This is an optimization exercise on Yosys and OpenROAD, whose aim is small area, not a production implementation.
Only simulation tests tie the RTL to the original design; equivalence was not proved.
Power and IR drop assume default switching activity.

== job 781 ==
==> flow/design.v <==
package register_file_mp_pkg;
  localparam int RF_DATA_W   = 32;
  localparam int RF_ADDR_W   = 5;
  localparam int RF_N_WR     = 2;
  localparam int RF_N_RD     = 2;
  localparam int RF_ZERO_REG = 1;
  localparam int RF_BYPASS   = 1;
  localparam int RF_DEPTH    = 2 ** RF_ADDR_W;
endpackage
module rf_aoi222 (
  input  logic a0, b0, a1, b1, a2, b2,
  output logic y
);
  assign y = ~((a0 & b0) | (a1 & b1) | (a2 & b2));
endmodule
module rf_aoi22 (
  input  logic a0, b0, a1, b1,
  output logic y
);
  assign y = ~((a0 & b0) | (a1 & b1));
endmodule
module rf_ao22 (
  input  logic a0, b0, a1, b1,
  output logic y
);
  assign y = (a0 & b0) | (a1 & b1);
endmodule
module rf_inv (
  input  logic a,
  output logic y
);
  assign y = ~a;
endmodule
module rf_nor2 (
  input  logic a, b,
  output logic y
);
  assign y = ~(a | b);
endmodule
module rf_nor3 (
  input  logic a, b, c,
  output logic y
);
  assign y = ~(a | b | c);
endmodule
module rf_nand11 (
  input  logic [10:0] a,
  output logic        y
);
  logic [2:0] u;
  rf_nand4 u_u0 (.a(a[0]), .b(a[1]), .c(a[2]),  .d(a[3]), .y(u[0]));
  rf_nand4 u_u1 (.a(a[4]), .b(a[5]), .c(a[6]),  .d(a[7]), .y(u[1]));
  rf_nand3 u_u2 (.a(a[8]), .b(a[9]), .c(a[10]),           .y(u[2]));
  rf_or3   u_o  (.a(u[0]), .b(u[1]), .c(u[2]), .y(y));
endmodule
module rf_nand4 (
  input  logic a, b, c, d,
  output logic y
);
  assign y = ~(a & b & c & d);
endmodule
module rf_nand3 (
  input  logic a, b, c,
  output logic y
);
  assign y = ~(a & b & c);
endmodule
module rf_or3 (
  input  logic a, b, c,
  output logic y
);
  assign y = a | b | c;
endmodule
module rf_mux31o (
  input  logic [30:0] sel,
  input  logic [30:0] src,
  input  logic        extra,
  output logic        y
);
  logic [10:0] t;
  for (genvar k = 0; k < 10; k++) begin : g_t
    rf_aoi222 u_t (.a0(sel[3*k]), .b0(src[3*k]), .a1(sel[3*k+1]), .b1(src[3*k+1]),
                   .a2(sel[3*k+2]), .b2(src[3*k+2]), .y(t[k]));
  end
  rf_aoi21 u_t10 (.a0(sel[30]), .b0(src[30]), .c(extra), .y(t[10]));
  rf_nand11 u_or (.a(t), .y(y));
endmodule
module rf_aoi21 (
  input  logic a0, b0, c,
  output logic y
);
  assign y = ~((a0 & b0) | c);
endmodule
module rf_mux31 (
  input  logic [30:0] sel,
  input  logic [30:0] src,
  output logic        y
);
  logic [10:0] t;
  for (genvar k = 0; k < 10; k++) begin : g_t
    rf_aoi222 u_t (.a0(sel[3*k]), .b0(src[3*k]), .a1(sel[3*k+1]), .b1(src[3*k+1]),
                   .a2(sel[3*k+2]), .b2(src[3*k+2]), .y(t[k]));
  end
  rf_nand2 u_t10 (.a(sel[30]), .b(src[30]), .y(t[10]));
  rf_nand11 u_or (.a(t), .y(y));
endmodule
module rf_nand2 (
  input  logic a, b,
  output logic y
);
  assign y = ~(a & b);
endmodule
module rf_mux33x (
  input  logic [32:0] sel,
  input  logic [32:0] src,
  input  logic        inv,
  output logic        y
);
  logic [10:0] t;
  logic [2:0]  u;
  for (genvar k = 0; k < 11; k++) begin : g_t
    rf_aoi222 u_t (.a0(sel[3*k]), .b0(src[3*k]), .a1(sel[3*k+1]), .b1(src[3*k+1]),
                   .a2(sel[3*k+2]), .b2(src[3*k+2]), .y(t[k]));
  end
  rf_nand4 u_u0 (.a(t[0]), .b(t[1]), .c(t[2]),  .d(t[3]), .y(u[0]));
  rf_nand4 u_u1 (.a(t[4]), .b(t[5]), .c(t[6]),  .d(t[7]), .y(u[1]));
  rf_nand3 u_u2 (.a(t[8]), .b(t[9]), .c(t[10]),           .y(u[2]));
  logic vn;
  rf_nor3  u_o  (.a(u[0]), .b(u[1]), .c(u[2]), .y(vn));
  rf_xnor2 u_x  (.a(vn), .b(inv), .y(y));
endmodule
module rf_xnor2 (
  input  logic a, b,
  output logic y
);
  assign y = ~(a ^ b);
endmodule
module rf_xor2 (
  input  logic a, b,
  output logic y
);
  assign y = a ^ b;
endmodule
module rf_dec (
  input  logic       en,
  input  logic [4:0] idx,
  output logic [31:1] y
);
  logic [3:0] lo;
  logic [7:0] hi;
  always_comb begin
    for (int j = 0; j < 4; j++) lo[j] = (idx[1:0] == 2'(j));
    for (int k = 0; k < 8; k++) hi[k] = en & (idx[4:2] == 3'(k));
  end
  rf_dec_rows u_rows (.lo(lo), .hi(hi), .y(y));
endmodule
module rf_dec1 (
  input  logic [4:0] idx,
  output logic [31:1] y
);
  logic [3:0] lo;
  logic [7:0] hi;
  always_comb begin
    for (int j = 0; j < 4; j++) lo[j] = (idx[1:0] == 2'(j));
    for (int k = 0; k < 8; k++) hi[k] = (idx[4:2] == 3'(k));
  end
  rf_dec_rows u_rows (.lo(lo), .hi(hi), .y(y));
endmodule
module rf_dec_rows (
  input  logic [3:0]  lo,
  input  logic [7:0]  hi,
  output logic [31:1] y
);
  for (genvar i = 1; i < 32; i++) begin : g_row
    logic yn;
    rf_nand2 u_d (.a(lo[i % 4]), .b(hi[i / 4]), .y(yn));
    rf_inv   u_i (.a(yn), .y(y[i]));
  end
endmodule
module register_file_mp #(
  parameter int DATA_W   = register_file_mp_pkg::RF_DATA_W,
  parameter int ADDR_W   = register_file_mp_pkg::RF_ADDR_W,
  parameter int N_WR     = register_file_mp_pkg::RF_N_WR,
  parameter int N_RD     = register_file_mp_pkg::RF_N_RD,
  parameter int ZERO_REG = register_file_mp_pkg::RF_ZERO_REG,
  parameter int BYPASS   = register_file_mp_pkg::RF_BYPASS
) (
  input  logic                   clk,
  input  logic                   clr,
  input  logic [N_WR-1:0]        wr_en,
  input  logic [N_WR*ADDR_W-1:0] wr_index,
  input  logic [N_WR*DATA_W-1:0] wr_data,
  input  logic [N_RD*ADDR_W-1:0] rd_index,
  output logic [N_RD*DATA_W-1:0] rd_data,
  output logic [N_RD-1:0]        rd_busy,
  input  logic                   rsv_en,
  input  logic [ADDR_W-1:0]      rsv_index,
  output logic                   rsv_ok,
  output logic                   wr_conflict
);
  localparam int NROW = 31;              
  logic [4:0]        wi0, wi1, rsi;
  logic [31:0]       d0, d1, x0, x1;
  logic              phase;
  logic              act0, act1, act1x, conflict;
  logic [NROW:1]     w0, w1, hold, rdec;
  logic [31:0]       mem [1:NROW];
  logic [NROW:1]     pending;
  assign wi0      = wr_index[4:0];
  assign wi1      = wr_index[9:5];
  assign rsi      = rsv_index;
  assign d0       = wr_data[31:0];
  assign d1       = wr_data[63:32];
  assign act0     = wr_en[0] & ~clr & (wi0 != 5'd0);
  assign act1     = wr_en[1] & ~clr & (wi1 != 5'd0);
  assign conflict = act0 & act1 & (wi0 == wi1);
  assign act1x    = act1 & ~conflict;    
  always_ff @(posedge clk) phase <= clr | ~phase;
  for (genvar b = 0; b < 32; b++) begin : g_x
    logic x0n, x1n;                      
    rf_xnor2 u_x0 (.a(d0[b]), .b(phase), .y(x0n));
    rf_xnor2 u_x1 (.a(d1[b]), .b(phase), .y(x1n));
    rf_inv   u_i0 (.a(x0n), .y(x0[b]));
    rf_inv   u_i1 (.a(x1n), .y(x1[b]));
  end
  rf_dec u_dw0 (.en(act0),  .idx(wi0), .y(w0));
  rf_dec u_dw1 (.en(act1x), .idx(wi1), .y(w1));
  rf_dec1 u_dr (.idx(rsi), .y(rdec));
  for (genvar i = 1; i <= NROW; i++) begin : g_row
    logic [31:0] nxt;
    logic busy_n;
    rf_or3 u_busy (.a(clr), .b(w0[i]), .c(w1[i]), .y(busy_n));
    rf_inv u_hold (.a(busy_n), .y(hold[i]));
    for (genvar b = 0; b < 32; b++) begin : g_bit
      rf_aoi222 u_sel (.a0(w0[i]), .b0(x0[b]), .a1(w1[i]), .b1(x1[b]), .a2(hold[i]), .b2(mem[i][b]),
                       .y(nxt[b]));
    end
    always_ff @(posedge clk) mem[i] <= nxt;
  end
  always_ff @(posedge clk) wr_conflict <= conflict;
  logic pend_rsv, wr_rsv, rsv_set;
  rf_mux31 u_prsv (.sel(rdec), .src(pending), .y(pend_rsv));
  assign wr_rsv  = (act0 & (wi0 == rsi)) | (act1 & (wi1 == rsi));
  assign rsv_ok  = rsv_en & (~pend_rsv | wr_rsv);
  assign rsv_set = rsv_ok & ~clr & (rsi != 5'd0);
  for (genvar i = 1; i <= NROW; i++) begin : g_pend
    logic pnxt;
    rf_ao22 u_p (.a0(rsv_set), .b0(rdec[i]), .a1(pending[i]), .b1(hold[i]), .y(pnxt));
    always_ff @(posedge clk) pending[i] <= pnxt;
  end
  for (genvar r = 0; r < N_RD; r++) begin : g_rd
    logic [4:0]    ri;
    logic          hit0, hit1, rnz, byp0, byp1, byp;
    logic [NROW:1] sel;
    assign ri   = rd_index[r*5 +: 5];
    assign hit0 = wr_en[0] & ~clr & (wi0 == ri);
    assign hit1 = wr_en[1] & ~clr & (wi1 == ri);
    assign rnz  = (ri != 5'd0);
    assign byp0 = hit0 & rnz;
    assign byp1 = hit1 & ~hit0 & rnz;
    assign byp  = byp0 | byp1;
    rf_dec u_drd (.en(~(hit0 | hit1)), .idx(ri), .y(sel));
    logic phx;                           
    assign phx = phase & rnz;
    for (genvar b = 0; b < 32; b++) begin : g_bit
      logic [NROW:1] src;
      for (genvar i = 1; i <= NROW; i++) begin : g_src
        assign src[i] = mem[i][b];
      end
      rf_mux33x u_m (.sel({byp1, byp0, sel}), .src({x1[b], x0[b], src}), .inv(phx),
                     .y(rd_data[r*32 + b]));
    end
    logic keep;
    assign keep = byp & rsv_set & (rsi == ri) & pend_rsv;
    rf_mux31o u_b (.sel(sel), .src(pending), .extra(keep), .y(rd_busy[r]));
  end
endmodule
clock: 7.0 ns
lec_check: 0
cap_margin: 20
cell_pad_in_sites_detail_placement: 1
core_margin: 2
core_utilization: 40
place_density: 0.5
setup_slack_margin: 0.1
slew_margin: 20
synth_hierarchical: 1
standard.sh (not shown) runs the stock make flow with config.mk's settings and CLKGATE_MAP_FILE= SYNTH_SCRIPT=/design/flow/synth_recipe.tcl, a recipe that flattens the netlist after the stock synthesis.
==> flow/flow/run.sh <==
#!/bin/bash
# Own flow: the standard layout (standard.sh, unchanged synthesis) with three changes:
#  - plain buf_2 cells as the port buffers, instead of the delay cells buffer_ports picks;
#  - before global placement, the inverters driving the long row and column lines are sized
#    for their fanout (flow/presize.tcl), so the lines need no buffer trees;
#  - a clock tree of a few large clusters driven by clkbuf_16, without dummy loads.
set -euo pipefail
HERE=$(cd "$(dirname "$0")" && pwd)
export BUFFER_PORTS_ARGS="-buffer_cell sky130_fd_sc_hd__buf_2"
export PRE_GLOBAL_PLACE_TCL="$HERE/presize.tcl"
export CTS_ARGS="-sink_clustering_enable -repair_clock_nets -dont_use_dummy_load -sink_clustering_size 25 -sink_clustering_max_diameter 80 -buf_list sky130_fd_sc_hd__clkbuf_16"
bash standard.sh > standard.log 2>&1
==> flow/flow/presize.tcl <==
# Before global placement: size the inverters that drive the long row and column lines of
# the register file for their fanout, so the lines need no buffer trees. The read-select
# lines are on the input-to-output paths and get the larger size. Then take the gates that
# synthesis sized up for its default output load, and which drive only a gate or a few
# nearby ones here, back to their smallest size.
set blk [ord::get_db_block]
set db [ord::get_db]
set cnt 0
foreach net [$blk getNets] {
  set drv ""
  set nl 0
  foreach it [$net getITerms] {
    if {[$it isOutputSignal]} { set drv $it } elseif {[$it isInputSignal]} { incr nl }
  }
  if {$drv eq "" || $nl <= 8} continue
  set inst [$drv getInst]
  set m [[$inst getMaster] getName]
  if {![regexp {__(clk)?inv_[0-9]+$} $m]} continue
  set src ""
  foreach it [$inst getITerms] {
    if {[$it isInputSignal] && [$it getNet] ne "NULL"} { set src [[$it getNet] getName] }
  }
  if {[string match "*u_drd*" $src]} {
    set new [expr {$nl > 24 ? "sky130_fd_sc_hd__inv_6" : "sky130_fd_sc_hd__inv_4"}]
  } else {
    set new [expr {$nl > 14 ? "sky130_fd_sc_hd__inv_4" : "sky130_fd_sc_hd__inv_2"}]
  }
  if {$new eq $m} continue
  $inst swapMaster [$db findMaster $new]
  incr cnt
}
puts "presize: resized $cnt line drivers"

array set small {
  sky130_fd_sc_hd__nor3_2   sky130_fd_sc_hd__nor3_1
  sky130_fd_sc_hd__and4b_2  sky130_fd_sc_hd__and4b_1
  sky130_fd_sc_hd__and4bb_2 sky130_fd_sc_hd__and4bb_1
  sky130_fd_sc_hd__and4_2   sky130_fd_sc_hd__and4_1
  sky130_fd_sc_hd__nor4b_2  sky130_fd_sc_hd__nor4b_1
  sky130_fd_sc_hd__a22oi_2  sky130_fd_sc_hd__a22oi_1
}
set cnt 0
foreach inst [$blk getInsts] {
  set m [[$inst getMaster] getName]
  if {![info exists small($m)]} continue
  set nl 0
  foreach it [$inst getITerms] {
    if {[$it isOutputSignal] && [$it getNet] ne "NULL"} {
      foreach it2 [[$it getNet] getITerms] { if {[$it2 isInputSignal]} { incr nl } }
    }
  }
  if {$nl > 8} continue
  $inst swapMaster [$db findMaster $small($m)]
  incr cnt
}
puts "presize: downsized $cnt gates"
Setup changes, job 781 to job 8430
-- flow/flow/run.sh --
<<< job 781, line 3
#  - plain buf_2 cells as the port buffers, instead of the delay cells buffer_ports picks;
>>> job 8430, line 3
#  - port buffers placed in flow/presize.tcl: buf_1, or larger on inputs with many loads;
<<< job 781, line 9
export BUFFER_PORTS_ARGS="-buffer_cell sky130_fd_sc_hd__buf_2"
>>> job 8430, line 9
export DONT_BUFFER_PORTS=1
<<< job 781, line 11
>>> job 8430, line 11
export POST_GLOBAL_PLACE_TCL="$HERE/postplace.tcl"
==> flow/flow/postplace.tcl (new file) <==
# After global placement: let the later repair steps size the port buffers again.
foreach inst [[ord::get_db_block] getInsts] {
  if {[$inst isDoNotTouch]} { $inst setDoNotTouch 0 }
}
-- flow/flow/presize.tcl --
<<< job 781, line 57
>>> job 8430, line 57

# Port buffers (the standard buffer_ports is turned off in run.sh): buf_1 on every port,
# sized up to buf_2 or buf_4 on the inputs that fan out to many gates.
buffer_ports -inputs -buffer_cell sky130_fd_sc_hd__buf_1
buffer_ports -outputs -buffer_cell sky130_fd_sc_hd__buf_1
set cnt 0
foreach inst [$blk getInsts] {
  if {[[$inst getMaster] getName] ne "sky130_fd_sc_hd__buf_1"} continue
  set nl 0
  foreach it [$inst getITerms] {
    if {[$it isOutputSignal] && [$it getNet] ne "NULL"} {
      foreach it2 [[$it getNet] getITerms] { if {[$it2 isInputSignal]} { incr nl } }
    }
  }
  if {$nl <= 3} continue
  $inst swapMaster [$db findMaster [expr {$nl > 8 ? "sky130_fd_sc_hd__buf_4" : "sky130_fd_sc_hd__buf_2"}]]
  incr cnt
}
# keep global placement's remove_buffers off the port buffers; postplace.tcl lifts this
foreach inst [$blk getInsts] {
  if {[string match "input*" [$inst getName]] || [string match "output*" [$inst getName]]} {
    $inst setDoNotTouch 1
  }
}
puts "presize: sized $cnt port buffers"
Findings:
Between job 781 and job 8430, the met1 routing resource usage after global routing does not differ in any meaningful way.
Compared with job 781, in job 8430 pre-CTS setup slack decreased by 0.047 ns relative to the old numbers; sequential share of layout area saw little to no change.
The cell count on job 8430 is in line with that on job 781.
Job 8430 vs. job 781: cell leakage power went down by 2.3%.

## separate check: timing with driven ports
In the flow no input, the clock included, has a driving cell. The finished layouts below were timed again as built, in two steps. Step 1 assumes that a clkbuf_16 drives the clock port and a buf_2 every other input. Step 2 also shifts input and output timing later by t, the mid clock arrival at the registers, as if the neighbouring blocks saw the same clock. Slacks: ideal ports / drivers / drivers and shift; pairs: ideal ports / drivers.
run | t, ns | setup slack, ns | worst setup path at the end | latest minus earliest clock arrival (ns) | worst slew at a driven data input, ns
job 781 | 0.782 | 0.253 / 0.233 / 0.233 | input to output | 0.091 / 0.091 | 0.05
job 8430 | 0.777 | 0.283 / 0.259 / 0.259 | input to output | 0.089 / 0.090 | 0.05
After both steps every run listed still meets setup and hold. For job 8430, which loses most, drivers alone change the setup slack by -0.024 ns; drivers and shift together by -0.024 ns.
